This is an optimization exercise on Yosys and OpenROAD, whose aim is small area and a short achievable clock period, not a production implementation.
RTL that was checked went through simulation tests only; none was proved equivalent to the original.
Function not checked in runs 1 and 2: the RTL went through the layout flow alone.
Power figures rest on the tool's default switching activity, not on a simulated workload.

==> flow/design.v <==
`default_nettype none
package mips_isa_pkg;
	localparam int OPCODE_W    = 6;
	localparam int REG_FIELD_W = 5;
	localparam int SHAMT_W     = 5;
	localparam int FUNCT_W     = 6;
	localparam int IMM16_W     = 16;
	localparam int IMM26_W     = 26;
	localparam int RS_LSB    = 21;
	localparam int RT_LSB    = 16;
	localparam int RD_LSB    = 11;
	localparam int SHAMT_LSB = 6;
	localparam logic [OPCODE_W-1:0] OP_SPECIAL = 6'h00;
	localparam logic [OPCODE_W-1:0] OP_J       = 6'h02;
	localparam logic [OPCODE_W-1:0] OP_BEQ     = 6'h04;
	localparam logic [OPCODE_W-1:0] OP_BNE     = 6'h05;
	localparam logic [OPCODE_W-1:0] OP_ADDIU   = 6'h09;
	localparam logic [OPCODE_W-1:0] OP_SLTI    = 6'h0a;
	localparam logic [OPCODE_W-1:0] OP_SLTIU   = 6'h0b;
	localparam logic [OPCODE_W-1:0] OP_ANDI    = 6'h0c;
	localparam logic [OPCODE_W-1:0] OP_ORI     = 6'h0d;
	localparam logic [OPCODE_W-1:0] OP_XORI    = 6'h0e;
	localparam logic [OPCODE_W-1:0] OP_LUI     = 6'h0f;
	localparam logic [FUNCT_W-1:0] F_SLL  = 6'h00;
	localparam logic [FUNCT_W-1:0] F_SRL  = 6'h02;
	localparam logic [FUNCT_W-1:0] F_SRA  = 6'h03;
	localparam logic [FUNCT_W-1:0] F_ADDU = 6'h21;
	localparam logic [FUNCT_W-1:0] F_SUBU = 6'h23;
	localparam logic [FUNCT_W-1:0] F_AND  = 6'h24;
	localparam logic [FUNCT_W-1:0] F_OR   = 6'h25;
	localparam logic [FUNCT_W-1:0] F_XOR  = 6'h26;
	localparam logic [FUNCT_W-1:0] F_NOR  = 6'h27;
	localparam logic [FUNCT_W-1:0] F_SLT  = 6'h2a;
	localparam logic [FUNCT_W-1:0] F_SLTU = 6'h2b;
endpackage
`default_nettype wire
`default_nettype none
package core_pkg;
	localparam int XLEN       = 32;
	localparam int REG_ADDR_W = 5;
	localparam int NUM_REGS   = 32;
	localparam logic [REG_ADDR_W-1:0] LINK_REG_ZERO = '0;
	localparam logic [XLEN-1:0]       RESET_PC      = '0;
	localparam logic [3:0] ALU_NOP  = 4'd0;
	localparam logic [3:0] ALU_ADD  = 4'd1;
	localparam logic [3:0] ALU_SUB  = 4'd2;
	localparam logic [3:0] ALU_AND  = 4'd3;
	localparam logic [3:0] ALU_OR   = 4'd4;
	localparam logic [3:0] ALU_XOR  = 4'd5;
	localparam logic [3:0] ALU_NOR  = 4'd6;
	localparam logic [3:0] ALU_SLT  = 4'd7;
	localparam logic [3:0] ALU_SLTU = 4'd8;
	localparam logic [3:0] ALU_SLL  = 4'd9;
	localparam logic [3:0] ALU_SRL  = 4'd10;
	localparam logic [3:0] ALU_SRA  = 4'd11;
	localparam logic [3:0] ALU_LUI  = 4'd12;
endpackage
`default_nettype wire
`default_nettype none
`timescale 1ns/1ps
module mips_core_slice (
	input  wire             clk,
	input  wire             reset_i,
	input  wire             inst_valid_i,
	input  wire [31:0]      inst_i,
	input  wire [31:0]      pc_i,
	output logic            branch_valid_o,
	output logic            branch_taken_o,
	output logic [31:0]     branch_target_o,
	output logic            wb_valid_o,
	output logic [4:0]      wb_addr_o,
	output logic [31:0]     wb_data_o
);
	logic [5:0]  opcode, funct;
	logic [4:0]  rs, rt, rd, shamt;
	logic [15:0] imm16;
	assign opcode = inst_i[31:26];
	assign rs     = inst_i[25:21];
	assign rt     = inst_i[20:16];
	assign rd     = inst_i[15:11];
	assign shamt  = inst_i[10:6];
	assign funct  = inst_i[5:0];
	assign imm16  = inst_i[15:0];
	logic        x_we;           
	logic [4:0]  x_dest;
	logic [31:0] x_a, x_b;
	logic [4:0]  x_sh;
	logic [3:0]  x_lut;          
	logic        x_arith;        
	logic        x_sub;          
	logic        x_slt;          
	logic        x_signed;       
	logic        x_shift;        
	logic        x_left;         
	logic        x_sra;          
	logic        x_br_j;         
	logic        x_br_eq;        
	logic        e_we;
	logic [4:0]  e_dest;
	logic [31:0] e_data;
	logic [31:1][31:0] regs;
	logic [31:0] bx;
	logic [32:0] sum;
	logic [31:0] carry;
	logic [31:0] lut_res;
	logic [31:0] sh_in, sh_out, sh_res;
	logic [63:0] sh_wide;
	logic        lt;
	logic [31:0] alu_res;
	assign bx    = x_b ^ {32{x_sub}};
	assign sum   = {1'b0, x_a} + {1'b0, bx} + {32'd0, x_sub};
	assign carry = sum[31:0] ^ x_a ^ bx;
	always_comb begin
		for (int i = 0; i < 32; i++)
			lut_res[i] = x_lut[{x_a[i], x_b[i]}];
	end
	assign lt = x_signed ? ((x_a[31] ^ x_b[31]) ? x_a[31] : sum[31]) : ~sum[32];
	always_comb begin
		for (int i = 0; i < 32; i++)
			sh_in[i] = x_left ? x_b[31-i] : x_b[i];
	end
	assign sh_wide = {{32{x_sra & x_b[31]}}, sh_in} >> x_sh;
	always_comb begin
		for (int i = 0; i < 32; i++)
			sh_out[i] = x_left ? sh_wide[31-i] : sh_wide[i];
	end
	assign sh_res = sh_out & {32{x_shift}};
	assign alu_res = (lut_res ^ (carry & {32{x_arith}})) | sh_res |
		{31'd0, x_slt & lt};
	logic [31:0] rs_oh, rt_oh;
	logic [31:0] rf_rs, rf_rt;
	assign rs_oh = 32'd1 << rs;
	assign rt_oh = 32'd1 << rt;
	always_comb begin
		rf_rs = '0;
		rf_rt = '0;
		for (int i = 1; i < 32; i++) begin
			rf_rs = rf_rs | (regs[i] & {32{rs_oh[i]}});
			rf_rt = rf_rt | (regs[i] & {32{rt_oh[i]}});
		end
	end
	logic fwd_rs, fwd_rt;
	assign fwd_rs = x_we && x_dest == rs;
	assign fwd_rt = x_we && x_dest == rt;
	logic        is_special, is_imm_sext, is_imm_zext;
	logic        d_we, d_br, d_arith, d_sub, d_slt, d_signed, d_shift, d_left, d_sra;
	logic [3:0]  d_lut;
	logic [4:0]  d_dest;
	logic [31:0] d_a, d_b, d_tgt;
	localparam logic [3:0] LUT_AND  = 4'b1000;
	localparam logic [3:0] LUT_OR   = 4'b1110;
	localparam logic [3:0] LUT_XOR  = 4'b0110;
	localparam logic [3:0] LUT_XNOR = 4'b1001;
	localparam logic [3:0] LUT_NOR  = 4'b0001;
	localparam logic [3:0] LUT_B    = 4'b1010;
	assign is_special = opcode == 6'h00;
	always_comb begin
		d_we = 1'b0;
		d_lut = 4'b0000;
		d_arith = 1'b0;
		d_sub = 1'b0;
		d_slt = 1'b0;
		d_signed = 1'b0;
		d_shift = 1'b0;
		d_left = 1'b0;
		d_sra = 1'b0;
		is_imm_sext = 1'b0;
		is_imm_zext = 1'b0;
		case (opcode)
			6'h00: begin
				d_we = 1'b1;
				case (funct)
					6'h00: begin d_shift = 1'b1; d_left = 1'b1; end
					6'h02: d_shift = 1'b1;
					6'h03: begin d_shift = 1'b1; d_sra = 1'b1; end
					6'h21: begin d_arith = 1'b1; d_lut = LUT_XOR; end
					6'h23: begin d_arith = 1'b1; d_lut = LUT_XNOR; d_sub = 1'b1; end
					6'h24: d_lut = LUT_AND;
					6'h25: d_lut = LUT_OR;
					6'h26: d_lut = LUT_XOR;
					6'h27: d_lut = LUT_NOR;
					6'h2a: begin d_slt = 1'b1; d_sub = 1'b1; d_signed = 1'b1; end
					6'h2b: begin d_slt = 1'b1; d_sub = 1'b1; end
					default: d_we = 1'b0;
				endcase
			end
			6'h09: begin d_we = 1'b1; is_imm_sext = 1'b1; d_arith = 1'b1; d_lut = LUT_XOR; end
			6'h0a: begin d_we = 1'b1; is_imm_sext = 1'b1; d_slt = 1'b1; d_sub = 1'b1; d_signed = 1'b1; end
			6'h0b: begin d_we = 1'b1; is_imm_sext = 1'b1; d_slt = 1'b1; d_sub = 1'b1; end
			6'h0c: begin d_we = 1'b1; is_imm_zext = 1'b1; d_lut = LUT_AND; end
			6'h0d: begin d_we = 1'b1; is_imm_zext = 1'b1; d_lut = LUT_OR; end
			6'h0e: begin d_we = 1'b1; is_imm_zext = 1'b1; d_lut = LUT_XOR; end
			6'h0f: begin d_we = 1'b1; d_lut = LUT_B; end
			default: ;
		endcase
	end
	assign d_dest = is_special ? rd : rt;
	assign d_br = opcode == 6'h02 || opcode == 6'h04 || opcode == 6'h05;
	assign d_a = fwd_rs ? alu_res : rf_rs;
	always_comb begin
		if (is_imm_sext)
			d_b = {{16{imm16[15]}}, imm16};
		else if (is_imm_zext)
			d_b = {16'd0, imm16};
		else if (opcode == 6'h0f)
			d_b = {imm16, 16'd0};
		else if (fwd_rt)
			d_b = alu_res;
		else
			d_b = rf_rt;
	end
	assign d_tgt = (opcode == 6'h02) ? {pc_i[31:28], inst_i[25:0], 2'b00} :
		pc_i + {{14{imm16[15]}}, imm16, 2'b00};
	always_ff @(posedge clk) begin
		if (reset_i) begin
			x_we <= 1'b0;
			branch_valid_o <= 1'b0;
			e_we <= 1'b0;
			wb_valid_o <= 1'b0;
		end else begin
			x_we <= inst_valid_i & d_we & (d_dest != 5'd0);
			branch_valid_o <= inst_valid_i & d_br;
			e_we <= x_we;
			wb_valid_o <= e_we;
		end
	end
	always_ff @(posedge clk) begin
		x_dest <= d_dest;
		x_a <= d_a;
		x_b <= d_b;
		x_sh <= shamt;
		x_lut <= d_lut;
		x_arith <= d_arith;
		x_sub <= d_sub;
		x_slt <= d_slt;
		x_signed <= d_signed;
		x_shift <= d_shift;
		x_left <= d_left;
		x_sra <= d_sra;
		x_br_j <= opcode == 6'h02;
		x_br_eq <= opcode == 6'h04;
		branch_target_o <= d_tgt;
		e_dest <= x_dest;
		e_data <= alu_res;
		wb_addr_o <= e_dest;
		wb_data_o <= e_data;
	end
	logic [31:0] w_data;
	assign w_data = alu_res & {32{~reset_i}};
	always_ff @(posedge clk) begin
		for (int i = 1; i < 32; i++)
			if (reset_i || (x_we && x_dest == i[4:0]))
				regs[i] <= w_data;
	end
	assign branch_taken_o = x_br_j | (x_br_eq ~^ (x_a == x_b));
endmodule
`default_nettype wire
==> flow/run.sh <==
#!/bin/bash
# synth_recipe.tcl (not shown) runs the flow's synth.tcl, then flattens the netlist and writes it again
# the make line also repeats each setting of config.mk as NAME=value (left out here)
make -C /OpenROAD-flow-scripts/flow DESIGN_CONFIG=/design/flow/config.mk WORK_HOME=/design/flow/orfs CLKGATE_MAP_FILE= SYNTH_SCRIPT=/design/flow/synth_recipe.tcl finish
==> flow/config.mk <==
export PLATFORM = sky130hd
export DESIGN_NAME = mips_core_slice
export DESIGN_NICKNAME = mips_core_slice
export VERILOG_FILES = /design/flow/design.v
export SDC_FILE = /design/flow/constraint.sdc
export NUM_CORES = 4
export LEC_CHECK = 0
export CAP_MARGIN = 20
export CORE_MARGIN = 2
export CORE_UTILIZATION = 40
export SLEW_MARGIN = 20
==> flow/constraint.sdc <==
create_clock -name core_clock -period 6.0 [get_ports {clk}]
set_input_delay 1.2000 -clock core_clock [delete_from_list [all_inputs] [get_ports {clk}]]
set_output_delay 1.2000 -clock core_clock [all_outputs]
set_load 0.01 [all_outputs]
==> impl_metrics.py, run 1 <==
metrics = {
    "worst_setup_path": {
        "required_ns": 4.80,
        "cpPeakStageDelay_ns": 0.89,
        "cp-end-kind": "output pin",
        "cpMostUsedCell": "xor2_1",
        "crit_path_cell_trace": "xor2_1 -> nor4_1 -> nand4_1 -> and4b_1 -> xor2_1 -> nand2b_1 -> clkdlybuf4s50_1",
        "worstPathMaxFanout": 10,
        "cp_top_family": "simple AND/OR/NAND/NOR gates",
        "critPathBufInv": 1,
        "critPathLaunchType": "flip-flop",
        "worst-setup-path-type": "reg2out",
        "cp.arrival_ns": 4.01,
        "slowest_stage": "dfxtp_1",
    },
    "floorplan": {
        "num_rows": 137,
        "die_w_um": 379,
        "die-area_um2": 143000,
        "ioPinCount": 139,
        "initial_utilization_pct": 40.3,
        "coreArea_um2": 139000,
        "die_h_um": 379,
    },
    "timing": {
        "finClkSkew_ns": 0.0623,
        "rsz0062_at_grt": "no",
        "setup_tns_ns": 0,
        "final_min_period_over_clock_period_pct": 86.9,
        "tightest_slew_ns": 1.26,
        "fmaxAchievable_mhz": 192,
        "period_minus_slack_ns": 5.21,
        "max-slew-margin-rel_pct": 15.5,
        "finalSetupViolCount": 0,
        "hold_violations": 0,
        "slew_violations": 0,
    },
    "global_route": {
        "grt_use_total_pct": 37.6,
        "grt_antenna_before_repair": 17,
        "grt_max_degree": 61,
        "grt-ovfl-total": 0,
        "grt_pass1_vias": 45400,
        "grt_pass1_wl_um": 372000,
    },
    "clock_tree": {
        "path_clk_slew_ns": 0.06,
        "clockBufferDepth": 3,
        "insertion_delay_ns": 0.82,
        "htree_levels": 4,
        "cts_tree": "done",
        "cts_buffers": 130,
        "cts_root_buffer": "clkbuf_16",
        "clock-sinks": 1189,
        "ctsHoldBuffers": 0,
        "cts_resized": 0,
        "cts_setup_buffers": 0,
    },
    "route": {
        "ant_nets": 0,
        "drt_first_pass_iters": 14,
        "drc": 0,
        "vias_per_cell": 7.54,
        "drt_iter0_markers": 12000,
        "wl_um": 277000,
        "num_vias": 49200,
        "wire_per_inst_um": 42.5,
    },
    "synth": {
        "yosysWarnings": 1,
        "synthArstFlopShare_pct": 0,
        "synth_area_leader_cell": "edfxtp_1",
        "synthesis.nets": 4477,
        "syn-cell-area_um2": 56100,
        "synthFlopType": "edfxtp_1",
        "synth-seq-cells": 1189,
        "synth_seq_area_share_pct": 60.1,
        "synth_area_leaders": "edfxtp_1, dfxtp_1, a22o_1",
        "synth_enable_flop_cells": 992,
        "synth_top_area_share_pct": 53.1,
        "synth_area_per_cell_um2": 12.9,
        "synthCells": 4348,
        "synth_cell_type_count": 84,
    },
    "pwr": {
        "ir_worst_vdd_mv": 0.273,
        "p_per_area_nw_per_um2": 329,
        "p_leak_nw": 23.5,
    },
    "layout": {
        "area_growth_syn_to_layout_pct": 17.7,
        "final_cells": 6522,
        "drive_gt1_share_pct": 15.7,
        "fill_cells": 12100,
        "nets": 4655,
    },
    "placed_design": {
        "portBuffers": 138,
        "gp_congestion": 1.01,
        "place_inst": 6267,
        "dpl.hpwl_um": 171000,
    },
    "job": {
        "maxCapViolCount": 0,
    },
    "hold_path": {
        "hold_path_class": "reg2reg",
    },
    "run_status": {
        "status": "finished clean",
    },
}
==> worst register-to-register path: stages, from the launching register on <==
cell,delay [ns]
dfxtp_2,0.95
mux4_2,0.66
nor2_1,0.12
nor2_1,0.05
o21ai_0,0.40
mux2i_1,0.17
mux2i_1,0.41
nand2_1,0.11
o211ai_1,0.35
nand2_1,0.54
o21ai_0,0.88
nand2_1,0.11
==> state kept, by name, summed over array words and instances, names as in the netlist, 4 cells and up <==
name,cells
branch_target_o,32
e_data,32
e_dest,5
regs,992
wb_addr_o,5
wb_data_o,32
x_a,32
x_b,32
x_dest,5
x_lut,4
x_sh,5
==> metrics by stage <==
step / utilization (%) / cell area, um2 / hold WS (ns) / power (W) / setup slack [ns]
floorplan: - / 56100 / 0.310 / 0.0118 / 0.885
finish: 47.4 / 66100 / 0.322 / 0.0217 / 0.787
CTS: 47.3 / 65900 / 0.325 / 0.0215 / 0.850
detailed placement: 44.1 / 61400 / 0.312 / 0.0132 / 0.911
global placement: 44.1 / 61400 / 0.312 / 0.0132 / 0.849
global route: 47.4 / 66000 / 0.328 / 0.0222 / 0.831
==> cell usage after synthesis (38+ instances only) <==
| library cell | count |
|---|---|
| nor2_1 | 220 |
| a22o_1 | 294 |
| mux2i_1 | 40 |
| nand2_1 | 203 |
| a21o_1 | 38 |
| a222oi_1 | 62 |
| ha_1 | 60 |
| nand3_1 | 120 |
| clkbuf_1 | 276 |
| xnor2_1 | 95 |
| edfxtp_1 | 992 |
| nor3_1 | 85 |
| nand4_1 | 121 |
| inv_1 | 47 |
| a22oi_1 | 325 |
| xor2_1 | 103 |
| dfxtp_1 | 197 |
| a221oi_1 | 293 |
| mux4_2 | 88 |
| a21oi_1 | 170 |
| o21ai_0 | 87 |
==> area by class of cell <==
cell class                      instances  area [um2]  share of cell area, %
Antenna cell                           15        37.5                 0.0568
Clock buffer                          161        3500                   5.31
Clock inverter                         76         988                   1.50
Inverter                               51         191                  0.290
Multi-Input combinational cell       2765       21600                   32.7
Sequential cell                      1189       33700                   51.1
Tap cell                             1876        2350                   3.55
Timing Repair Buffer                  389        3630                   5.50
==> layout by cell type, fill, tap and decap left out, drive strengths merged, types with 20 or more instances in the layout <==
cell type	netlist	layout
mux4	88	88
ha	60	60
nor3	86	86
clkinv	3	46
nand2	203	203
nand2b	26	26
edfxtp	992	992
nand4	121	121
a22o	294	294
inv	48	60
nand3	120	120
xor2	103	103
a21oi	174	174
clkdlybuf4s50	0	137
a221oi	294	294
a222oi	62	62
xnor2	95	95
a22oi	325	325
mux2	34	34
a21o	38	38
nor2	220	220
o21ai	101	101
buf	65	252
clkbuf	278	161
o21a	20	20
mux2i	40	40
o211ai	21	21
dfxtp	197	197
nor2b	33	33
==> where the power goes <==
| part | internal [W] | total, W | switching (W) |
|---|---|---|---|
| registers | 0.00949 | 0.0101 | 0.000573 |
| clock network | 0.00494 | 0.00852 | 0.00358 |
| logic | 0.00116 | 0.00314 | 0.00197 |
==> cells by family (layout without fill, tap and decap cells) <==
group                      after synthesis  in the layout  synth area share [%]
muxes                                  162            162                  4.93
xor gates and xnor gates               198            198                  3.09
and+or+nand+nor                        890            890                  7.68
buffers and inverters                  394            677                  2.83
DFF                                   1189           1189                  60.1
AOI/OAI and AO/OA                     1453           1453                  20.0
other                                    0             15                     0
adders and majority gates               62             62                  1.41
==> path summary, 6_finish.rpt <==
kind	from	end	slack, ns	cells past startpoint
setup / recovery	x_b[9]$_DFF_P_	branch_taken_o	0.79	7
setup reg to reg	x_left$_SDFF_PN0_	x_b[4]$_DFF_P_	1.14	11
hold reg to reg	e_data[17]$_DFF_P_	wb_data_o[17]$_DFF_P_	0.32	0
hold / removal	e_data[17]$_DFF_P_	wb_data_o[17]$_DFF_P_	0.32	0
==> layer usage <==
layer / GRT usage, % / up-vias / wire [um]
li1: - / 18200 / -
met3: 18.2 / 1778 / 48100
met2: 52.9 / 5511 / 111000
met5: 0 / - / 135
met1: 44.6 / 23700 / 91000
met4: 27.2 / 22 / 27200
==> run 2, diff against run 1 <==
--- a/flow/design.v
+++ b/flow/design.v
@@ -95,6 +95,7 @@
 	logic        x_sra;          
 	logic        x_br_j;         
 	logic        x_br_eq;        
+	logic [7:0]  x_ne;           
 	logic        e_we;
 	logic [4:0]  e_dest;
 	logic [31:0] e_data;
@@ -239,6 +240,8 @@
 		x_sra <= d_sra;
 		x_br_j <= opcode == 6'h02;
 		x_br_eq <= opcode == 6'h04;
+		for (int j = 0; j < 8; j++)
+			x_ne[j] <= d_a[4*j +: 4] != d_b[4*j +: 4];
 		branch_target_o <= d_tgt;
 		e_dest <= x_dest;
 		e_data <= alu_res;
@@ -252,6 +255,6 @@
 			if (reset_i || (x_we && x_dest == i[4:0]))
 				regs[i] <= w_data;
 	end
-	assign branch_taken_o = x_br_j | (x_br_eq ~^ (x_a == x_b));
+	assign branch_taken_o = x_br_j | (x_br_eq ^ (|x_ne));
 endmodule
 `default_nettype wire
--- a/flow/config.mk
+++ b/flow/config.mk
@@ -7,5 +7,7 @@
 export LEC_CHECK = 0
 export CAP_MARGIN = 20
 export CORE_MARGIN = 2
-export CORE_UTILIZATION = 40
+export CORE_UTILIZATION = 30
+export SETUP_SLACK_MARGIN = 2.5
 export SLEW_MARGIN = 20
+export TNS_END_PERCENT = 5
==> impl_metrics.py, run 2 <==
metrics = {
    "pwr": {
        "clkPwrFrac_pct": 36.8,
        "p_seq_share_pct": 45.7,
        "p_per_area_nw_per_um2": 314,
        "p_leak_nw": 26.2,
        "p_int_w": 0.0159,
        "power.share.combinational_pct": 17.5,
        "p_switching_w": 0.00657,
        "p_sw_share_pct": 29.3,
        "ir_worst_vdd_mv": 0.332,
    },
    "placed_design": {
        "dpl.hpwl_um": 181000,
        "gp_congestion": 0.987,
        "portBuffers": 138,
        "place_inst": 7208,
    },
    "synth": {
        "synthCells": 4628,
        "synth_cell_type_count": 96,
        "synth_enable_flop_cells": 992,
        "syn-cell-area_um2": 57000,
        "synthesis.nets": 4757,
        "yosysMostFrequentCell": "edfxtp_1",
        "synth_seq_area_share_pct": 59.4,
        "synth_area_leader_cell": "edfxtp_1",
        "yosysWarnings": 1,
        "netlist_top_cells_count": "edfxtp_1, a22oi_1, nand2_1, clkbuf_1, nor2_1",
        "synthArstFlopShare_pct": 0,
        "synthFlopType": "edfxtp_1",
        "synth_area_per_cell_um2": 12.3,
        "synth_area_leaders": "edfxtp_1, a22oi_1, dfxtp_1",
        "synth-seq-cells": 1197,
        "synth_top_area_share_pct": 52.2,
    },
    "route": {
        "ant_nets": 0,
        "drt_iter0_markers": 11500,
        "drc": 0,
        "wire_per_inst_um": 39.1,
        "drt_first_pass_iters": 10,
        "num_vias": 51600,
        "wl_um": 301000,
        "vias_per_cell": 6.72,
    },
    "clock_tree": {
        "cts_tree": "done",
        "path_clk_slew_ns": 0.07,
        "insertion_delay_ns": 0.81,
        "clockBufferDepth": 3,
        "cts_root_buffer": "clkbuf_16",
        "htree_levels": 4,
        "cts_buffers": 131,
        "clock-sinks": 1197,
        "ctsHoldBuffers": 0,
    },
    "timing": {
        "max-slew-margin-rel_pct": 14.9,
        "setup_tns_ns": 0,
        "rsz0062_at_grt": "yes",
        "slew_violations": 0,
        "finalSetupViolCount": 0,
        "tightest_slew_ns": 1.27,
        "hold_violations": 0,
        "final_min_period_over_clock_period_pct": 72.5,
        "period_minus_slack_ns": 4.35,
        "finClkSkew_ns": 0.0489,
        "fmaxAchievable_mhz": 230,
        "holdWs_ns": 0.324,
    },
    "worst_setup_path": {
        "required_ns": 4.80,
        "rr_startpoint": "x_sub$_DFF_P_",
        "startpoint": "x_ne[1]$_DFF_P_",
        "critPathLaunchType": "flip-flop",
        "worst-setup-path-type": "reg2out",
        "cp-end-kind": "output pin",
        "worstPathMaxFanout": 1,
        "cp.arrival_ns": 3.15,
    },
    "hold_path": {
        "hp-start": "e_data[7]$_DFF_P_",
        "hold_path_class": "reg2reg",
    },
    "floorplan": {
        "die-area_um2": 194000,
        "ioPinCount": 139,
        "coreArea_um2": 190000,
        "initial_utilization_pct": 30.1,
        "die_w_um": 440,
        "num_rows": 160,
        "die_h_um": 440,
    },
    "global_route": {
        "grt-ovfl-total": 0,
        "grt_use_total_pct": 29.5,
        "grt_max_degree": 53,
        "grt_antenna_before_repair": 13,
        "grt_pass1_vias": 46700,
        "grt_pass1_wl_um": 395000,
    },
    "run_status": {
        "status": "finished clean",
    },
    "job": {
        "maxCapViolCount": 0,
    },
    "layout": {
        "drive_gt1_share_pct": 21.5,
        "final_common_cell": "edfxtp_1",
        "top_register": "regs",
        "area_growth_syn_to_layout_pct": 25.4,
        "layout_common_cells": "edfxtp_1, a22oi_1, nand2_1",
        "largest_register_ffs": 992,
        "nets": 5186,
        "final_cells": 7685,
    },
}
-- run 2: changes by cell type in the layout (fill, tap and decap cells not counted), sizes merged, moves of 20 or more --
cell / before / now
a221oi: 294 / 15
xnor2: 95 / 115
nand2: 203 / 444
a31oi: 18 / 58
buf: 252 / 495
a22o: 294 / 64
nor2b: 33 / 13
nor4: 14 / 84
nand4: 121 / 54
a22oi: 325 / 832
a21oi: 174 / 112
xor2: 103 / 76
-- run 2: per-layer routing --
metal  track usage, %  routed length, um  vias up
met1             35.8             101000    25100
li1                 -                  -    19500
met4             20.3              26600       12
met2             42.4             123000     5544
met5            0.248                169        -
met3             12.1              49400     1544
-- run 2: cell type report --
| cell class | instances | area, um2 |
|---|---|---|
| multi-input combinational | 3043 | 23600 |
| timing repair buffer | 634 | 6260 |
| inverter | 50 | 198 |
| fill | 17900 | 118000 |
| clock inverter | 75 | 888 |
| clock buffer | 164 | 3460 |
| sequential | 1197 | 33900 |
| tap | 2511 | 3140 |
| antenna | 11 | 27.5 |
-- run 2: path summary, 6_finish.rpt --
kind	end	slack, ns	cells past startpoint
max	branch_taken_o	1.65	5
min	wb_data_o[7]$_DFF_P_	0.32	0
max reg2reg	x_ne[7]$_DFF_P_	1.70	15
min reg2reg	wb_data_o[7]$_DFF_P_	0.32	0
-- run 2: logic make-up after synthesis --
logic type / Yosys count / synth area share (%)
AO/OA/AOI/OAI: 1476 / 19.2
AND/OR/NAND/NOR: 1150 / 9.42
flip-flops: 1197 / 59.4
adder cells (fa/ha/maj): 62 / 1.39
XOR/XNOR: 191 / 2.93
buffers and inverters: 392 / 2.76
multiplexers: 160 / 4.88
-- run 2: critical path, cell delays in order (launching register included) --
cell and delay [ns]:
dfxtp_1 0.33, nor4_1 0.89, nand2_1 0.30, xnor2_1 0.20
nand2b_1 0.07, clkdlybuf4s50_1 0.57
-- run 2: repair_timing --
action	4_1_cts	5_1_grt
endpoints found under the setup margin	1107	1070
hold endpoints to repair	0	0
pin swaps	14	82
resized for setup	71	191
cloned	0	6
setup buffers	41	179
-- run 2: power groups by stage --
| stage | logic [W] | registers [W] | clock network (W) |
|---|---|---|---|
| final | 0.00393 | 0.0102 | 0.00825 |
| after CTS | 0.00353 | 0.0102 | 0.00828 |
| after global placement | 0.00341 | 0.0104 | 0 |
| after detailed placement | 0.00343 | 0.0104 | 0 |
| after floorplan | 0.00207 | 0.0101 | 0 |
| after global routing | 0.00406 | 0.0103 | 0.00860 |
-- run 2: per-stage QoR --
step / total power [W] / instance area, um2 / setup slack, ns / util (%)
2_1_floorplan: 0.0122 / 57300 / 1.33 / -
3_5_place_dp: 0.0138 / 63700 / 0.591 / 33.6
4_1_cts: 0.0220 / 68800 / 1.67 / 36.3
6_report: 0.0224 / 71500 / 1.65 / 37.7
3_3_place_gp: 0.0138 / 63700 / 0.650 / 33.6
5_1_grt: 0.0229 / 71500 / 1.57 / 37.7
==> run 3, diff against run 2 <==
--- a/flow/design.v
+++ b/flow/design.v
@@ -83,8 +83,10 @@
 	assign imm16  = inst_i[15:0];
 	logic        x_we;           
 	logic [4:0]  x_dest;
-	logic [31:0] x_a, x_b;
-	logic [4:0]  x_sh;
+	logic [31:0] x_a;            
+	logic [31:0] x_bx;           
+	logic [4:0]  x_sh;           
+	logic [4:0]  x_rot;          
 	logic [3:0]  x_lut;          
 	logic        x_arith;        
 	logic        x_sub;          
@@ -100,34 +102,54 @@
 	logic [4:0]  e_dest;
 	logic [31:0] e_data;
 	logic [31:1][31:0] regs;
-	logic [31:0] bx;
-	logic [32:0] sum;
-	logic [31:0] carry;
+	logic [31:0] p, g;
+	logic [31:0] carry;          
+	logic        cout;
 	logic [31:0] lut_res;
-	logic [31:0] sh_in, sh_out, sh_res;
-	logic [63:0] sh_wide;
+	logic [31:0] sh_res;
 	logic        lt;
 	logic [31:0] alu_res;
-	assign bx    = x_b ^ {32{x_sub}};
-	assign sum   = {1'b0, x_a} + {1'b0, bx} + {32'd0, x_sub};
-	assign carry = sum[31:0] ^ x_a ^ bx;
+	assign p = x_a ^ x_bx;
+	assign g = x_a & x_bx;
+	logic [31:0] pg_g [6];
+	logic [31:0] pg_p [6];
+	always_comb begin
+		pg_g[0] = g;
+		pg_p[0] = p;
+		pg_g[0][0] = g[0] | (p[0] & x_sub);
+		for (int l = 0; l < 5; l++) begin
+			for (int i = 0; i < 32; i++) begin
+				if (i >= (1 << l)) begin
+					pg_g[l+1][i] = pg_g[l][i] | (pg_p[l][i] & pg_g[l][i - (1 << l)]);
+					pg_p[l+1][i] = pg_p[l][i] & pg_p[l][i - (1 << l)];
+				end else begin
+					pg_g[l+1][i] = pg_g[l][i];
+					pg_p[l+1][i] = pg_p[l][i];
+				end
+			end
+		end
+	end
+	assign carry = {pg_g[5][30:0], x_sub};
+	assign cout  = pg_g[5][31];
 	always_comb begin
 		for (int i = 0; i < 32; i++)
-			lut_res[i] = x_lut[{x_a[i], x_b[i]}];
-	end
-	assign lt = x_signed ? ((x_a[31] ^ x_b[31]) ? x_a[31] : sum[31]) : ~sum[32];
+			lut_res[i] = x_lut[{x_a[i], x_bx[i]}];
+	end
+	assign lt = x_signed ? ((x_a[31] ^ x_bx[31]) ? p[31] ^ carry[31] : x_a[31]) : ~cout;
+	logic [63:0] rot_wide;
+	logic [31:0] rot, sh_mask;
+	logic        sh_fill;
+	assign rot_wide = {x_bx, x_bx} >> x_rot;
+	assign rot = rot_wide[31:0];
 	always_comb begin
 		for (int i = 0; i < 32; i++)
-			sh_in[i] = x_left ? x_b[31-i] : x_b[i];
-	end
-	assign sh_wide = {{32{x_sra & x_b[31]}}, sh_in} >> x_sh;
-	always_comb begin
-		for (int i = 0; i < 32; i++)
-			sh_out[i] = x_left ? sh_wide[31-i] : sh_wide[i];
-	end
-	assign sh_res = sh_out & {32{x_shift}};
-	assign alu_res = (lut_res ^ (carry & {32{x_arith}})) | sh_res |
-		{31'd0, x_slt & lt};
+			sh_mask[i] = x_left ? (5'(i) >= x_sh) : ({1'b0, 5'(i)} + {1'b0, x_sh} < 6'd32);
+	end
+	assign sh_fill = x_sra & x_bx[31];
+	assign sh_res = ((rot & sh_mask) | ({32{sh_fill}} & ~sh_mask)) & {32{x_shift}};
+	logic [31:0] res_n;
+	assign res_n = lut_res | sh_res;
+	assign alu_res = (res_n ^ (carry & {32{x_arith}})) | {31'd0, x_slt & lt};
 	logic [31:0] rs_oh, rt_oh;
 	logic [31:0] rf_rs, rf_rt;
 	assign rs_oh = 32'd1 << rs;
@@ -143,7 +165,7 @@
 	logic fwd_rs, fwd_rt;
 	assign fwd_rs = x_we && x_dest == rs;
 	assign fwd_rt = x_we && x_dest == rt;
-	logic        is_special, is_imm_sext, is_imm_zext;
+	logic        is_special, is_imm_sext, is_imm_zext, is_lui;
 	logic        d_we, d_br, d_arith, d_sub, d_slt, d_signed, d_shift, d_left, d_sra;
 	logic [3:0]  d_lut;
 	logic [4:0]  d_dest;
@@ -151,7 +173,6 @@
 	localparam logic [3:0] LUT_AND  = 4'b1000;
 	localparam logic [3:0] LUT_OR   = 4'b1110;
 	localparam logic [3:0] LUT_XOR  = 4'b0110;
-	localparam logic [3:0] LUT_XNOR = 4'b1001;
 	localparam logic [3:0] LUT_NOR  = 4'b0001;
 	localparam logic [3:0] LUT_B    = 4'b1010;
 	assign is_special = opcode == 6'h00;
@@ -167,6 +188,7 @@
 		d_sra = 1'b0;
 		is_imm_sext = 1'b0;
 		is_imm_zext = 1'b0;
+		is_lui = 1'b0;
 		case (opcode)
 			6'h00: begin
 				d_we = 1'b1;
@@ -175,7 +197,7 @@
 					6'h02: d_shift = 1'b1;
 					6'h03: begin d_shift = 1'b1; d_sra = 1'b1; end
 					6'h21: begin d_arith = 1'b1; d_lut = LUT_XOR; end
-					6'h23: begin d_arith = 1'b1; d_lut = LUT_XNOR; d_sub = 1'b1; end
+					6'h23: begin d_arith = 1'b1; d_lut = LUT_XOR; d_sub = 1'b1; end
 					6'h24: d_lut = LUT_AND;
 					6'h25: d_lut = LUT_OR;
 					6'h26: d_lut = LUT_XOR;
@@ -191,7 +213,7 @@
 			6'h0c: begin d_we = 1'b1; is_imm_zext = 1'b1; d_lut = LUT_AND; end
 			6'h0d: begin d_we = 1'b1; is_imm_zext = 1'b1; d_lut = LUT_OR; end
 			6'h0e: begin d_we = 1'b1; is_imm_zext = 1'b1; d_lut = LUT_XOR; end
-			6'h0f: begin d_we = 1'b1; d_lut = LUT_B; end
+			6'h0f: begin d_we = 1'b1; is_lui = 1'b1; d_lut = LUT_B; end
 			default: ;
 		endcase
 	end
@@ -203,7 +225,7 @@
 			d_b = {{16{imm16[15]}}, imm16};
 		else if (is_imm_zext)
 			d_b = {16'd0, imm16};
-		else if (opcode == 6'h0f)
+		else if (is_lui)
 			d_b = {imm16, 16'd0};
 		else if (fwd_rt)
 			d_b = alu_res;
@@ -212,6 +234,30 @@
 	end
 	assign d_tgt = (opcode == 6'h02) ? {pc_i[31:28], inst_i[25:0], 2'b00} :
 		pc_i + {{14{imm16[15]}}, imm16, 2'b00};
+	logic [31:0] cmp_v, z1, z0, chk;
+	logic [7:0]  ne_alu, ne_rf, d_ne;
+	assign cmp_v = fwd_rs ? rf_rt : rf_rs;
+	always_comb begin
+		for (int i = 1; i < 32; i++) begin
+			z1[i] = x_arith ? p[i] ^ g[i-1] : res_n[i];
+			z0[i] = x_arith ? p[i] ^ (g[i-1] | p[i-1]) : res_n[i];
+		end
+		z1[0] = x_arith ? p[0] ^ x_sub : res_n[0] | (x_slt & lt);
+		z0[0] = z1[0];
+		chk[0] = ~(cmp_v[0] ^ z1[0]);
+		for (int i = 1; i < 32; i++)
+			chk[i] = ~(cmp_v[i] ^ (cmp_v[i-1] ? z1[i] : z0[i]));
+		for (int j = 0; j < 8; j++) begin
+			ne_alu[j] = ~&chk[4*j +: 4];
+			ne_rf[j] = rf_rs[4*j +: 4] != rf_rt[4*j +: 4];
+		end
+		if (fwd_rs && fwd_rt)
+			d_ne = 8'd0;
+		else if (fwd_rs || fwd_rt)
+			d_ne = ne_alu;
+		else
+			d_ne = ne_rf;
+	end
 	always_ff @(posedge clk) begin
 		if (reset_i) begin
 			x_we <= 1'b0;
@@ -228,8 +274,9 @@
 	always_ff @(posedge clk) begin
 		x_dest <= d_dest;
 		x_a <= d_a;
-		x_b <= d_b;
+		x_bx <= d_b ^ {32{d_sub}};
 		x_sh <= shamt;
+		x_rot <= d_left ? 5'd0 - shamt : shamt;
 		x_lut <= d_lut;
 		x_arith <= d_arith;
 		x_sub <= d_sub;
@@ -240,8 +287,7 @@
 		x_sra <= d_sra;
 		x_br_j <= opcode == 6'h02;
 		x_br_eq <= opcode == 6'h04;
-		for (int j = 0; j < 8; j++)
-			x_ne[j] <= d_a[4*j +: 4] != d_b[4*j +: 4];
+		x_ne <= d_ne;
 		branch_target_o <= d_tgt;
 		e_dest <= x_dest;
 		e_data <= alu_res;
==> impl_metrics.py, run 3 <==
metrics = {
    "run_status": {
        "status": "finished clean",
    },
    "clock_tree": {
        "insertion_delay_ns": 0.84,
        "cts_root_buffer": "clkbuf_16",
        "clock-sinks": 1201,
        "ctsHoldBuffers": 0,
        "path_clk_slew_ns": 0.06,
        "clockBufferDepth": 3,
        "cts_tree": "done",
        "cts_buffers": 136,
        "htree_levels": 4,
    },
    "worst_setup_path": {
        "ff2ff_path_depth": 11,
        "worstPathMaxFanout": 23,
        "worst-setup-path-type": "in2reg",
        "required_ns": 6.69,
        "critPathLaunchType": "primary input",
        "cp-end-kind": "flip-flop",
        "cp.arrival_ns": 4.49,
    },
    "layout": {
        "drive_gt1_share_pct": 26.3,
        "multi_input_area_um2": 28600,
        "nets": 5964,
        "final_common_cell": "edfxtp_1",
        "top_register": "regs",
        "seq_area_um2": 34100,
        "fill_cells": 19200,
        "largest_register_ffs": 992,
        "area_growth_syn_to_layout_pct": 29.2,
        "layout_common_cells": "edfxtp_1, a22oi_1, buf_4",
    },
    "timing": {
        "rsz0062_at_grt": "yes",
        "final_min_period_over_clock_period_pct": 63.3,
        "tightest_slew_ns": 1.27,
        "fmaxAchievable_mhz": 263,
        "finClkSkew_ns": 0.0528,
        "slew_violations": 0,
        "setup_tns_ns": 0,
        "period_minus_slack_ns": 3.80,
        "holdWs_ns": 0.317,
        "finalSetupViolCount": 0,
        "hold_violations": 0,
        "max-slew-margin-rel_pct": 15.3,
    },
    "pwr": {
        "clkPwrFrac_pct": 37.7,
        "p_int_w": 0.0162,
        "p_leak_nw": 30.2,
        "ir_worst_vdd_mv": 0.268,
        "power.share.combinational_pct": 19.0,
        "p_sw_share_pct": 30.4,
        "finalPower_w": 0.0232,
        "p_per_area_nw_per_um2": 292,
        "p_switching_w": 0.00706,
        "p_seq_share_pct": 43.3,
    },
    "floorplan": {
        "die-area_um2": 209000,
        "coreArea_um2": 204000,
        "initial_utilization_pct": 30.1,
        "ioPinCount": 139,
        "die_h_um": 457,
        "die_w_um": 457,
        "num_rows": 166,
    },
    "global_route": {
        "grt_pass1_wl_um": 460000,
        "grt_use_total_pct": 31.7,
        "grt_pass1_vias": 53900,
        "grt_antenna_before_repair": 26,
        "grt-ovfl-total": 0,
        "grt_max_degree": 50,
    },
    "synth": {
        "synth-seq-cells": 1201,
        "syn-cell-area_um2": 61600,
        "synthCells": 5192,
        "synth_enable_flop_cells": 992,
        "synth_area_leader_cell": "edfxtp_1",
        "synth_area_per_cell_um2": 11.9,
        "synthesis.nets": 5384,
        "synthFlopType": "edfxtp_1",
        "yosysMostFrequentCell": "edfxtp_1",
        "synth_area_leaders": "edfxtp_1, dfxtp_1, a22oi_1",
        "netlist_top_cells_count": "edfxtp_1, a22oi_1, and3_1, nand3_1, nor2_1",
        "yosysWarnings": 3,
        "synth_seq_area_share_pct": 55.1,
        "synth_top_area_share_pct": 48.3,
        "synthArstFlopShare_pct": 0,
        "synth_cell_type_count": 105,
    },
    "route": {
        "wire_per_inst_um": 41.3,
        "num_vias": 60700,
        "top_layer_used": "met5",
        "drt_first_pass_iters": 14,
        "wl_um": 355000,
        "route.met3.wl_um": 63900,
        "vias_per_cell": 7.06,
        "drt_iter0_markers": 14200,
        "met1_length_um": 118000,
        "ant_nets": 0,
        "drc": 0,
        "wl_met2_um": 135000,
    },
    "placed_design": {
        "dpl.hpwl_um": 218000,
        "gp_congestion": 1.05,
        "portBuffers": 138,
    },
    "hold_path": {
        "hold_path_class": "reg2reg",
        "min_path_cells": 0,
    },
    "job": {
        "maxCapViolCount": 0,
    },
}
## run 3: cell count changes in the layout (fill, tap and decap cells not counted), sizes merged, moves of 49 or more
cell,change
a2111oi,+122
a222oi,-49
a22oi,-297
and3,+401
buf,+199
inv,+79
mux2i,+50
nand2,-221
nand3,+160
nand4,+80
nor2,+73
## run 3: layer usage
metal | global-route usage, % | up-vias
met3 | 16.6 | 2399
li1 | - | 21900
met1 | 37.9 | 29100
met5 | 1.68 | -
met2 | 43.0 | 7306
met4 | 22.9 | 24
## run 3: power by group through the flow
stage / logic (W) / registers, W / clock network [W]
after CTS: 0.00375 / 0.0100 / 0.00873
after floorplan: 0.00185 / 0.00998 / 0
after detailed placement: 0.00345 / 0.0102 / 0
final: 0.00441 / 0.0101 / 0.00877
after global routing: 0.00444 / 0.0101 / 0.00907
after global placement: 0.00345 / 0.0102 / 0
## run 3: kinds of logic after synthesis
group           Yosys count  share of synthesized area [%]
xor+xnor                185                           2.64
fa+ha+maj               125                           2.93
compound gates         1272                           15.3
buf+inv                 533                           3.62
flops                  1201                           55.1
mux                     221                           5.75
simple gates           1655                           14.7
## run 3: path summary, 6_finish.rpt
kind | startpoint | endpoint | slack [ns]
worst max-delay path | inst_i[18] | x_ne[7]$_SDFF_PP0_ | 2.20
worst max register to register | x_rot[1]$_DFF_P_ | regs[661]$_DFFE_PP_ | 2.26
worst min register to register | e_data[19]$_DFF_P_ | wb_data_o[19]$_DFF_P_ | 0.32
worst min-delay path | e_data[19]$_DFF_P_ | wb_data_o[19]$_DFF_P_ | 0.32
## run 3: layout make-up
class | instances | area share (%)
Clock inverter | 82 | 1.28
Antenna cell | 35 | 0.110
Multi-Input combinational cell | 3469 | 35.9
Sequential cell | 1201 | 42.9
Tap cell | 2688 | 4.23
Inverter | 132 | 0.637
Timing Repair Buffer | 832 | 10.5
Clock buffer | 164 | 4.50
## run 3: what timing repair did
item / CTS / global route
setup endpoints to repair: 1120 / 1113
setup buffers: 139 / 164
pin swaps: 75 / 125
resized for setup: 307 / 380
cloned: 5 / 19
## run 3: metrics by stage
stage | cells | worst slack (ns) | util (%) | instance area (um2)
after floorplan | 5192 | 1.34 | - | 61600
after global placement | 7993 | 0.460 | 33.6 | 68700
after detailed placement | 7994 | 0.469 | 33.6 | 68700
after CTS | 8384 | 2.28 | 37.2 | 76100
after global routing | 8575 | 2.25 | 38.9 | 79500
final | 8603 | 2.20 | 38.9 | 79600
## run 3: critical path, stage by stage
cell and delay (ns):
buf_8 0.17, buf_4 0.19, nor3b_2 0.17, buf_6 0.24, and3_1 0.25, a2111oi_1 0.43
nand3_1 0.12, or4_4 0.69, mux2i_4 0.21, mux2i_1 0.28, xor2_1 0.12, a211oi_1 0.26
a31oi_1 0.11
==> run 4, diff against run 3 <==
--- a/flow/config.mk
+++ b/flow/config.mk
@@ -8,6 +8,9 @@
 export CAP_MARGIN = 20
 export CORE_MARGIN = 2
 export CORE_UTILIZATION = 30
+export CTS_BUF_LIST = sky130_fd_sc_hd__clkbuf_8
+export CTS_CLUSTER_DIAMETER = 60
+export CTS_CLUSTER_SIZE = 16
 export SETUP_SLACK_MARGIN = 2.5
 export SLEW_MARGIN = 20
 export TNS_END_PERCENT = 5
==> impl_metrics.py, run 4 <==
metrics = {
    "global_route": {
        "grt_pass1_vias": 53400,
        "grt_use_total_pct": 31.5,
        "grt_max_degree": 50,
        "grt-ovfl-total": 0,
        "grt_pass1_wl_um": 457000,
        "grt_antenna_before_repair": 32,
    },
    "synth": {
        "synthArstFlopShare_pct": 0,
        "yosysWarnings": 3,
        "synthFlopType": "edfxtp_1",
        "synth_top_area_share_pct": 48.3,
        "synth_enable_flop_cells": 992,
        "syn-cell-area_um2": 61600,
        "synthesis.nets": 5384,
        "synthCells": 5192,
        "synth_area_leader_cell": "edfxtp_1",
        "synth_area_leaders": "edfxtp_1, dfxtp_1, a22oi_1",
        "yosysMostFrequentCell": "edfxtp_1",
        "synth_seq_area_share_pct": 55.1,
        "synth-seq-cells": 1201,
        "synth_area_per_cell_um2": 11.9,
        "synth_cell_type_count": 105,
        "netlist_top_cells_count": "edfxtp_1, a22oi_1, and3_1, nand3_1, nor2_1",
    },
    "timing": {
        "max-slew-margin-rel_pct": 18.1,
        "slew_violations": 0,
        "fmaxAchievable_mhz": 255,
        "setup_tns_ns": 0,
        "finClkSkew_ns": 0.127,
        "period_minus_slack_ns": 3.93,
        "tightest_slew_ns": 1.23,
        "finalSetupViolCount": 0,
        "final_min_period_over_clock_period_pct": 65.4,
        "hold_violations": 0,
        "rsz0062_at_grt": "yes",
    },
    "hold_path": {
        "hold_end": "wb_data_o[8]$_DFF_P_",
        "min_path_cells": 0,
        "hp-start": "e_data[8]$_DFF_P_",
        "hold_path_class": "reg2reg",
    },
    "clock_tree": {
        "cts_tree": "done",
        "cts_root_buffer": "clkbuf_8",
        "path_clk_slew_ns": 0.10,
        "htree_levels": 3,
        "insertion_delay_ns": 1.02,
        "cts_buffers": 116,
        "clockBufferDepth": 3,
        "ctsHoldBuffers": 0,
        "clock-sinks": 1201,
    },
    "route": {
        "drt_first_pass_iters": 15,
        "vias_per_cell": 7.02,
        "wl_um": 347000,
        "drt_iter0_markers": 14000,
        "wire_per_inst_um": 41.2,
        "num_vias": 59200,
        "drc": 0,
        "ant_nets": 0,
    },
    "floorplan": {
        "initial_utilization_pct": 30.1,
        "die_h_um": 457,
        "die-area_um2": 209000,
        "ioPinCount": 139,
        "die_w_um": 457,
        "num_rows": 166,
        "coreArea_um2": 204000,
    },
    "worst_setup_path": {
        "cpPeakStageDelay_ns": 0.63,
        "cp.arrival_ns": 4.79,
        "cp-end-kind": "flip-flop",
        "rr_startpoint": "x_rot[1]$_DFF_P_",
        "crit_path_cell_trace": "buf_2 -> bufbuf_16 -> and3b_1 -> buf_4 -> and3_1 -> a2111oi_0 -> nand3_1 -> nor4_4 -> mux2i_1 -> buf_4 -> mux2i_1 -> and3_1 -> nor3_1 -> a31oi_1",
        "r2r_slack_ns": 2.32,
        "cp_top_family": "simple AND/OR/NAND/NOR gates",
        "r2r-end": "regs[677]$_DFFE_PP_",
        "slowest_stage": "a2111oi_0",
        "worstPathMaxFanout": 19,
        "required_ns": 6.86,
        "ff2ff_path_depth": 9,
        "worst-setup-path-type": "in2reg",
        "critPathLaunchType": "primary input",
        "critPathBufInv": 4,
    },
    "pwr": {
        "p_per_area_nw_per_um2": 264,
        "ir_worst_vdd_mv": 0.223,
        "p_leak_nw": 28.3,
    },
    "layout": {
        "largest_register_ffs": 992,
        "area_growth_syn_to_layout_pct": 21.6,
        "fill_cells": 19700,
        "nets": 5816,
        "top_register": "regs",
        "layout_common_cells": "edfxtp_1, a22oi_1, buf_4",
        "final_common_cell": "edfxtp_1",
        "final_cells": 8431,
        "drive_gt1_share_pct": 23.0,
    },
    "placed_design": {
        "portBuffers": 138,
        "gp_congestion": 1.05,
        "place_inst": 7994,
        "dpl.hpwl_um": 218000,
    },
    "job": {
        "maxCapViolCount": 0,
    },
    "run_status": {
        "status": "finished clean",
    },
}
==> run 4: cell counts after synthesis <==
Identical to the previous run, type by type.
==> run 4: cells by family (layout without fill, tap and decap cells) <==
kind of cell    count (synthesis)  after routing  synth area share (%)
compound gates               1272           1272                  15.3
simple gates                 1655           1664                  14.7
flops                        1201           1201                  55.1
other cells                     0             36                     0
fa+ha+maj                     125            125                  2.93
xor+xnor                      185            185                  2.64
mux                           221            221                  5.75
buf+inv                       533           1039                  3.62
==> run 4: final cells by class <==
cell class              count  area (um2)  share of cell area (%)
well taps                2688        3360                    4.49
clock inverters            83         833                    1.11
flip-flops and latches   1201       34100                    45.5
repair buffers            706        6690                    8.93
multi-input cells        3467       27800                    37.0
diodes                     36        90.1                   0.120
clock buffers             118        1620                    2.17
inverters                 132         507                   0.676
==> run 4: worst max-delay path by stage <==
stage          slack, ns               from                          end  depth (start not counted)
6_report            2.07         inst_i[20]           x_ne[4]$_SDFF_PP0_                         14
5_1_grt             2.21         inst_i[16]           x_ne[1]$_SDFF_PP0_                         13
4_1_cts             2.25  x_dest[1]$_DFF_P_           x_ne[5]$_SDFF_PP0_                         11
3_3_place_gp        0.46         inst_i[22]           x_ne[7]$_SDFF_PP0_                         12
2_1_floorplan       1.34  x_dest[0]$_DFF_P_          regs[512]$_DFFE_PP_                          3
3_5_place_dp        0.47          inst_i[3]  branch_target_o[31]$_DFF_P_                         12
==> run 4: layer usage <==
layer | GRT usage [%] | routed length [um]
met1 | 38.0 | 117000
met2 | 43.0 | 134000
met3 | 15.8 | 60000
met4 | 22.5 | 35100
met5 | 0.781 | 691
==> run 4: where the power goes <==
part | switching, W | leakage (nW) | internal [W]
logic | 0.00262 | 15.0 | 0.00147
registers | 0.000520 | 12.0 | 0.00953
clock network | 0.00349 | 1.28 | 0.00215
total | 0.00663 | 28.3 | 0.0132
==> run 4: what timing repair did <==
item | 4_1_cts | 5_1_grt
gates resized for setup | 224 | 205
setup endpoints to repair | 1133 | 1114
cloned | 7 | 5
setup buffers | 108 | 80
pin swaps | 52 | 70
==> run 4: worst register-to-register path: stages (launching register included) <==
cell and delay, ns:
dfxtp_4 0.45, buf_8 0.17, buf_4 0.18, mux4_2 0.58
mux2_2 0.31, mux4_2 0.57, a311oi_4 0.49, xnor2_4 0.22
nor2_1 0.19, buf_6 0.28
==> run 4: through the flow <==
stage	worst slack, ns	util (%)	hold WS, ns	total power, W	instance area, um2
after floorplan	1.34	-	0.310	0.0118	61600
after global placement	0.460	33.6	0.311	0.0137	68700
after detailed placement	0.469	33.6	0.312	0.0137	68700
after CTS	2.25	35.9	0.319	0.0193	73300
after global routing	2.21	36.6	0.311	0.0201	74900
final	2.07	36.7	0.312	0.0198	74900
==> run 5, diff against run 4 <==
--- a/flow/config.mk
+++ b/flow/config.mk
@@ -7,7 +7,7 @@
 export LEC_CHECK = 0
 export CAP_MARGIN = 20
 export CORE_MARGIN = 2
-export CORE_UTILIZATION = 30
+export CORE_UTILIZATION = 40
 export CTS_BUF_LIST = sky130_fd_sc_hd__clkbuf_8
 export CTS_CLUSTER_DIAMETER = 60
 export CTS_CLUSTER_SIZE = 16
==> impl_metrics.py, run 5 <==
metrics = {
    "run_status": {
        "status": "finished clean",
    },
    "timing": {
        "hold_violations": 0,
        "final_min_period_over_clock_period_pct": 64.1,
        "slew_violations": 0,
        "tightest_slew_ns": 1.24,
        "rsz0062_at_grt": "yes",
        "fmaxAchievable_mhz": 260,
        "holdWs_ns": 0.322,
        "finClkSkew_ns": 0.0825,
        "finalSetupViolCount": 0,
        "max-slew-margin-rel_pct": 16.7,
        "period_minus_slack_ns": 3.85,
    },
    "hold_path": {
        "hold_path_class": "reg2reg",
    },
    "route": {
        "drt_iter0_markers": 12300,
        "ant_nets": 0,
        "drc": 0,
        "num_vias": 58900,
        "vias_per_cell": 7.46,
        "wl_um": 356000,
        "drt_first_pass_iters": 14,
        "wire_per_inst_um": 45.1,
    },
    "floorplan": {
        "coreArea_um2": 154000,
        "die_w_um": 396,
        "die_h_um": 396,
        "initial_utilization_pct": 40.1,
        "num_rows": 144,
        "ioPinCount": 139,
        "die-area_um2": 157000,
    },
    "pwr": {
        "p_sw_share_pct": 32.9,
        "ir_worst_vdd_mv": 0.242,
        "power.share.combinational_pct": 20.8,
        "p_seq_share_pct": 48.6,
        "finalPower_w": 0.0206,
        "p_per_area_nw_per_um2": 274,
        "p_switching_w": 0.00679,
        "clkPwrFrac_pct": 30.6,
        "p_int_w": 0.0138,
        "p_leak_nw": 28.8,
    },
    "job": {
        "maxCapViolCount": 0,
    },
    "worst_setup_path": {
        "worstPathMaxFanout": 16,
        "cp-end-kind": "flip-flop",
        "required_ns": 6.83,
        "crit_path_end": "x_ne[3]$_SDFF_PP0_",
        "ff2ff_path_depth": 11,
        "worst-setup-path-type": "in2reg",
        "cp.arrival_ns": 4.68,
        "r2r_slack_ns": 2.25,
        "startpoint": "inst_i[24]",
        "rr_startpoint": "x_rot[3]$_DFF_P_",
        "r2r-end": "regs[655]$_DFFE_PP_",
        "critPathLaunchType": "primary input",
    },
    "clock_tree": {
        "htree_levels": 4,
        "ctsHoldBuffers": 0,
        "insertion_delay_ns": 0.99,
        "cts_root_buffer": "clkbuf_8",
        "cts_buffers": 130,
        "cts_tree": "done",
        "clock-sinks": 1201,
        "clockBufferDepth": 3,
        "path_clk_slew_ns": 0.10,
    },
    "synth": {
        "synthCells": 5192,
        "synthesis.nets": 5384,
        "synthArstFlopShare_pct": 0,
        "synth-seq-cells": 1201,
        "syn-cell-area_um2": 61600,
        "synth_enable_flop_cells": 992,
        "synth_cell_type_count": 105,
        "yosysMostFrequentCell": "edfxtp_1",
        "synth_area_per_cell_um2": 11.9,
        "yosysWarnings": 3,
        "synth_area_leaders": "edfxtp_1, dfxtp_1, a22oi_1",
        "synth_area_leader_cell": "edfxtp_1",
        "netlist_top_cells_count": "edfxtp_1, a22oi_1, and3_1, nand3_1, nor2_1",
        "synthFlopType": "edfxtp_1",
        "synth_seq_area_share_pct": 55.1,
        "synth_top_area_share_pct": 48.3,
    },
    "layout": {
        "top_register": "regs",
        "final_common_cell": "edfxtp_1",
        "area_growth_syn_to_layout_pct": 22.1,
        "layout_common_cells": "edfxtp_1, buf_4, a22oi_1",
        "final_cells": 7891,
        "nets": 5913,
        "utilization_pct": 49.0,
        "largest_register_ffs": 992,
        "fill_cells": 13700,
        "drive_gt1_share_pct": 24.5,
    },
    "placed_design": {
        "portBuffers": 138,
        "dpl.hpwl_um": 233000,
        "place_inst": 7418,
        "gp_congestion": 1.05,
    },
    "global_route": {
        "grt-ovfl-total": 0,
        "grt_max_degree": 45,
        "grt_use_total_pct": 44.1,
        "grt_antenna_before_repair": 28,
        "grt_pass1_wl_um": 472000,
        "grt_pass1_vias": 54100,
    },
}
==> run 5: cell counts after synthesis <==
Identical to the previous run, type by type.
==> run 5: worst max-delay path, stage by stage <==
cell       delay [ns]
buf_6            0.24
nand2b_1         0.16
buf_6            0.26
nor2_2           0.15
buf_4            0.31
a2111oi_1        0.69
nand3_1          0.15
or4_4            0.56
mux2i_2          0.29
mux2i_1          0.22
mux2i_1          0.10
xor2_1           0.20
a31oi_1          0.09
==> run 5: worst min-delay path by stage <==
stage / to / cells past startpoint / from
finish: wb_data_o[31]$_DFF_P_ / 0 / e_data[31]$_DFF_P_
global route: wb_data_o[31]$_DFF_P_ / 0 / e_data[31]$_DFF_P_
CTS: wb_data_o[31]$_DFF_P_ / 0 / e_data[31]$_DFF_P_
detailed placement: wb_data_o[16]$_DFF_P_ / 0 / e_data[16]$_DFF_P_
global placement: wb_data_o[14]$_DFF_P_ / 0 / e_data[14]$_DFF_P_
floorplan: wb_addr_o[0]$_DFF_P_ / 0 / e_dest[0]$_DFF_P_
==> run 5: power groups by stage <==
stage                     Clock, W  Combinational (W)  Sequential [W]
after floorplan                  0            0.00185         0.00998
after global placement           0            0.00361          0.0102
after detailed placement         0            0.00358          0.0102
after CTS                  0.00631            0.00396         0.00999
after global routing       0.00663            0.00433          0.0100
final                      0.00631            0.00428          0.0100
==> run 5: timing repair <==
action,4_1_cts,5_1_grt
setup buffers,175,30
endpoints found under the setup margin,1110,1000
gates resized for setup,364,95
pin swaps,85,35
gates cloned,10,0
==> run 5: kinds of logic (layout without fill, tap and decap cells) <==
logic type	after synthesis	after routing	share of synthesized area (%)
AND/OR/NAND/NOR	1655	1663	14.7
AO/OA/AOI/OAI	1272	1272	15.3
flip-flops	1201	1201	55.1
buffers and inverters	533	1153	3.62
multiplexers	221	221	5.75
XOR/XNOR	185	185	2.64
adder cells (fa/ha/maj)	125	125	2.93
other	0	27	0
==> run 5: stage by stage <==
stage	setup TNS, ns	setup WS [ns]	area [um2]
finish	0	2.15	75200
floorplan	0	1.34	61600
global route	0	2.19	75200
detailed placement	0	0.0840	68500
global placement	-0.0660	-0.0660	68400
CTS	0	2.33	74400
==> run 5: layout make-up <==
| class | instances | area (um2) | share of cell area [%] |
|---|---|---|---|
| Sequential cell | 1201 | 34100 | 45.3 |
| Multi-Input combinational cell | 3466 | 27700 | 36.9 |
| Timing Repair Buffer | 790 | 7360 | 9.78 |
| Tap cell | 2044 | 2560 | 3.40 |
| Clock buffer | 134 | 1840 | 2.45 |
| Clock inverter | 97 | 1050 | 1.40 |
| Inverter | 132 | 514 | 0.684 |
| Antenna cell | 27 | 67.6 | 0.0898 |
==> run 5: layer usage <==
layer	global-route usage, %	share of wire, %	up-vias
li1	-	-	21700
met1	52.5	33	28800
met2	61.6	40	6303
met3	19.4	16	2007
met4	34.6	10	23
met5	1.75	0.13	-
==> run 6, diff against run 5 <==
--- a/flow/config.mk
+++ b/flow/config.mk
@@ -7,10 +7,10 @@
 export LEC_CHECK = 0
 export CAP_MARGIN = 20
 export CORE_MARGIN = 2
-export CORE_UTILIZATION = 40
+export CORE_UTILIZATION = 30
 export CTS_BUF_LIST = sky130_fd_sc_hd__clkbuf_8
-export CTS_CLUSTER_DIAMETER = 60
-export CTS_CLUSTER_SIZE = 16
-export SETUP_SLACK_MARGIN = 2.5
+export CTS_CLUSTER_DIAMETER = 50
+export CTS_CLUSTER_SIZE = 12
+export SETUP_SLACK_MARGIN = 2.0
 export SLEW_MARGIN = 20
 export TNS_END_PERCENT = 5
==> impl_metrics.py, run 6 <==
metrics = {
    "run_status": {
        "status": "finished clean",
    },
    "global_route": {
        "grt_antenna_before_repair": 30,
        "grt_pass1_wl_um": 474000,
        "grt-ovfl-total": 0,
        "grt_max_degree": 54,
        "grt_pass1_vias": 53100,
        "grt_use_total_pct": 33.0,
    },
    "timing": {
        "holdWs_ns": 0.321,
        "slew_violations": 0,
        "fmaxAchievable_mhz": 235,
        "hold_violations": 0,
        "max-slew-margin-rel_pct": 14.1,
        "finClkSkew_ns": 0.0887,
        "finalSetupViolCount": 0,
        "period_minus_slack_ns": 4.26,
        "tightest_slew_ns": 1.28,
        "final_min_period_over_clock_period_pct": 71.0,
        "rsz0062_at_grt": "yes",
        "layout_setup_ws_ns": 1.74,
        "setup_tns_ns": 0,
    },
    "layout": {
        "layout_common_cells": "edfxtp_1, a22oi_1, buf_4",
        "final_common_cell": "edfxtp_1",
        "drive_gt1_share_pct": 21.1,
        "top_register": "regs",
        "nets": 5803,
        "final_cells": 8430,
        "area_growth_syn_to_layout_pct": 20.0,
        "largest_register_ffs": 992,
        "fill_cells": 20000,
    },
    "worst_setup_path": {
        "critPathLaunchType": "primary input",
        "slowest_stage": "nor2_2",
        "cp-end-kind": "flip-flop",
        "crit_path_cell_trace": "buf_4 -> buf_4 -> nand3_1 -> nor2_2 -> buf_4 -> buf_4 -> a22oi_1 -> nand4_1 -> nor4_1 -> buf_2 -> buf_4 -> mux2_2 -> o221ai_1 -> xor2_1 -> a211oi_1 -> a31oi_1",
        "required_ns": 6.83,
        "worstPathMaxFanout": 18,
        "critPathBufInv": 6,
        "cpPeakStageDelay_ns": 0.80,
        "cp.arrival_ns": 5.09,
        "cp_top_family": "buffers and inverters",
        "cpMostUsedCell": "buf_4",
        "worst-setup-path-type": "in2reg",
    },
    "synth": {
        "synth_top_area_share_pct": 48.3,
        "synth_area_leaders": "edfxtp_1, dfxtp_1, a22oi_1",
        "yosysWarnings": 3,
        "synth_area_per_cell_um2": 11.9,
        "synth-seq-cells": 1201,
        "synth_area_leader_cell": "edfxtp_1",
        "synthFlopType": "edfxtp_1",
        "synthCells": 5192,
        "yosysMostFrequentCell": "edfxtp_1",
        "synthesis.nets": 5384,
        "syn-cell-area_um2": 61600,
        "synth_seq_area_share_pct": 55.1,
        "synth_cell_type_count": 105,
        "netlist_top_cells_count": "edfxtp_1, a22oi_1, and3_1, nand3_1, nor2_1",
        "synth_enable_flop_cells": 992,
        "synthArstFlopShare_pct": 0,
    },
    "clock_tree": {
        "path_clk_slew_ns": 0.07,
        "htree_levels": 4,
        "insertion_delay_ns": 1.01,
        "cts_tree": "done",
        "cts_buffers": 154,
        "clockBufferDepth": 3,
        "cts_root_buffer": "clkbuf_8",
        "clock-sinks": 1201,
    },
    "floorplan": {
        "die_h_um": 457,
        "coreArea_um2": 204000,
        "num_rows": 166,
        "ioPinCount": 139,
        "die_w_um": 457,
        "die-area_um2": 209000,
        "initial_utilization_pct": 30.1,
    },
    "pwr": {
        "ir_worst_vdd_mv": 0.265,
        "finalPower_w": 0.0208,
        "p_leak_nw": 28.1,
        "p_per_area_nw_per_um2": 281,
    },
    "route": {
        "wl_um": 361000,
        "wire_per_inst_um": 42.9,
        "drc": 0,
        "drt_iter0_markers": 11500,
        "drt_first_pass_iters": 10,
        "ant_nets": 0,
        "num_vias": 57800,
        "vias_per_cell": 6.85,
    },
    "placed_design": {
        "gp_congestion": 1.04,
        "portBuffers": 138,
        "place_inst": 8033,
        "dpl.hpwl_um": 239000,
        "place_ws_ns": 0.217,
    },
    "hold_path": {
        "hold_path_class": "reg2reg",
    },
    "job": {
        "maxCapViolCount": 0,
    },
}
## run 6: cell counts after synthesis
Identical to the previous run, type by type.
## run 6: timing repair
| item | in CTS | in global routing |
|---|---|---|
| pin swaps | 18 | 26 |
| buffers inserted | 67 | 36 |
| setup endpoints to repair | 831 | 731 |
| hold buffers | 0 | 0 |
| resized for setup | 76 | 116 |
| gates cloned | 4 | 3 |
## run 6: area by class of cell
cell class / count / area (um2) / share of cell area, %
multi-input combinational: 3464 / 26900 / 36.4
sequential: 1201 / 34000 / 46.0
clock buffer: 159 / 2190 / 2.96
clock inverter: 99 / 1040 / 1.41
tap: 2688 / 3360 / 4.55
inverter: 132 / 495 / 0.670
timing repair buffer: 658 / 5850 / 7.91
antenna: 29 / 72.6 / 0.0981
## run 6: power by group
part	leakage [nW]	switching, W	internal (W)
combinational	14.5	0.00252	0.00136
clock	1.68	0.00362	0.00318
sequential	12.0	0.000564	0.00953
total	28.1	0.00671	0.0141
## run 6: kinds of logic (layout without fill, tap and decap cells)
kind of cell / Yosys count / in the layout / synth area share (%)
AND/OR/NAND/NOR: 1655 / 1661 / 14.7
AO/OA/AOI/OAI: 1272 / 1272 / 15.3
flip-flops: 1201 / 1201 / 55.1
buffers and inverters: 533 / 1048 / 3.62
multiplexers: 221 / 221 / 5.75
XOR/XNOR: 185 / 185 / 2.64
adder cells (fa/ha/maj): 125 / 125 / 2.93
other: 0 / 29 / 0
## run 6: stage by stage
step,util (%),area (um2)
2_1_floorplan,-,61600
3_3_place_gp,33.7,68900
3_5_place_dp,33.7,69000
4_1_cts,35.8,73100
5_1_grt,36.2,73900
6_report,36.2,74000
## run 6: worst reg2reg max path, cell delays in order, from the launching register on
cell	delay, ns
dfxtp_4	0.54
buf_6	0.33
mux4_2	0.61
mux4_2	0.53
nand2_1	0.07
o21ai_0	0.13
o21ai_0	0.42
nand2b_1	0.27
xor2_1	0.24
buf_4	0.21
nor2_2	0.54
## run 6: final timing paths
kind	slack [ns]	cells past startpoint	endpoint	from
max	1.74	16	x_ne[7]$_SDFF_PP0_	inst_i[22]
min	0.32	0	wb_data_o[4]$_DFF_P_	e_data[4]$_DFF_P_
max reg2reg	1.85	10	regs[961]$_DFFE_PP_	x_rot[1]$_DFF_P_
min reg2reg	0.32	0	wb_data_o[4]$_DFF_P_	e_data[4]$_DFF_P_
## run 6: metal layers
layer	routed length [um]	GRT usage (%)	vias to the layer above
li1	-	-	21500
met4	33500	23.6	22
met1	127000	40.5	28500
met3	55000	13.6	1771
met5	616	0	-
met2	146000	46.6	5978

-- static timing again, ports no longer ideal --
The flow's constraints put no driver on any port. The routed layouts listed below were extracted and timed again, unchanged, in two steps. Step 1 sets driving cells, clkbuf_16 on the clock port and buf_2 on the other inputs (assumed; they add their load-dependent delay and slew). Step 2, shift: input delay + t, output delay - t, t = (earliest + latest rising clock arrival at the registers) / 2. This alone moves slack from input paths to output paths. Three values: no drivers, after step 1, after step 2; two values: the first two.
run	t, ns	setup WS [ns]	worst register clock-pin slew, ns	worst data-port slew with drivers (ns)	cell pins on the clock port's net
run 1	0.869	0.787 / 0.709 / 0.534	0.07 / 0.07	0.08	1
run 2	0.865	1.650 / 1.564 / 1.106	0.07 / 0.07	0.12	1
run 3	0.889	2.204 / 2.195 / 1.305	0.07 / 0.07	0.09	1
run 4	1.052	2.075 / 2.144 / 1.092	0.12 / 0.12	0.08	1
run 5	1.028	2.155 / 2.194 / 1.166	0.11 / 0.11	0.06	1
run 6	1.042	1.739 / 1.791 / 0.749	0.10 / 0.10	0.07	1
After both steps setup and hold are still met in every run listed. For run 6, which loses most, drivers alone change the setup slack by +0.052 ns; drivers and shift together by -0.990 ns.
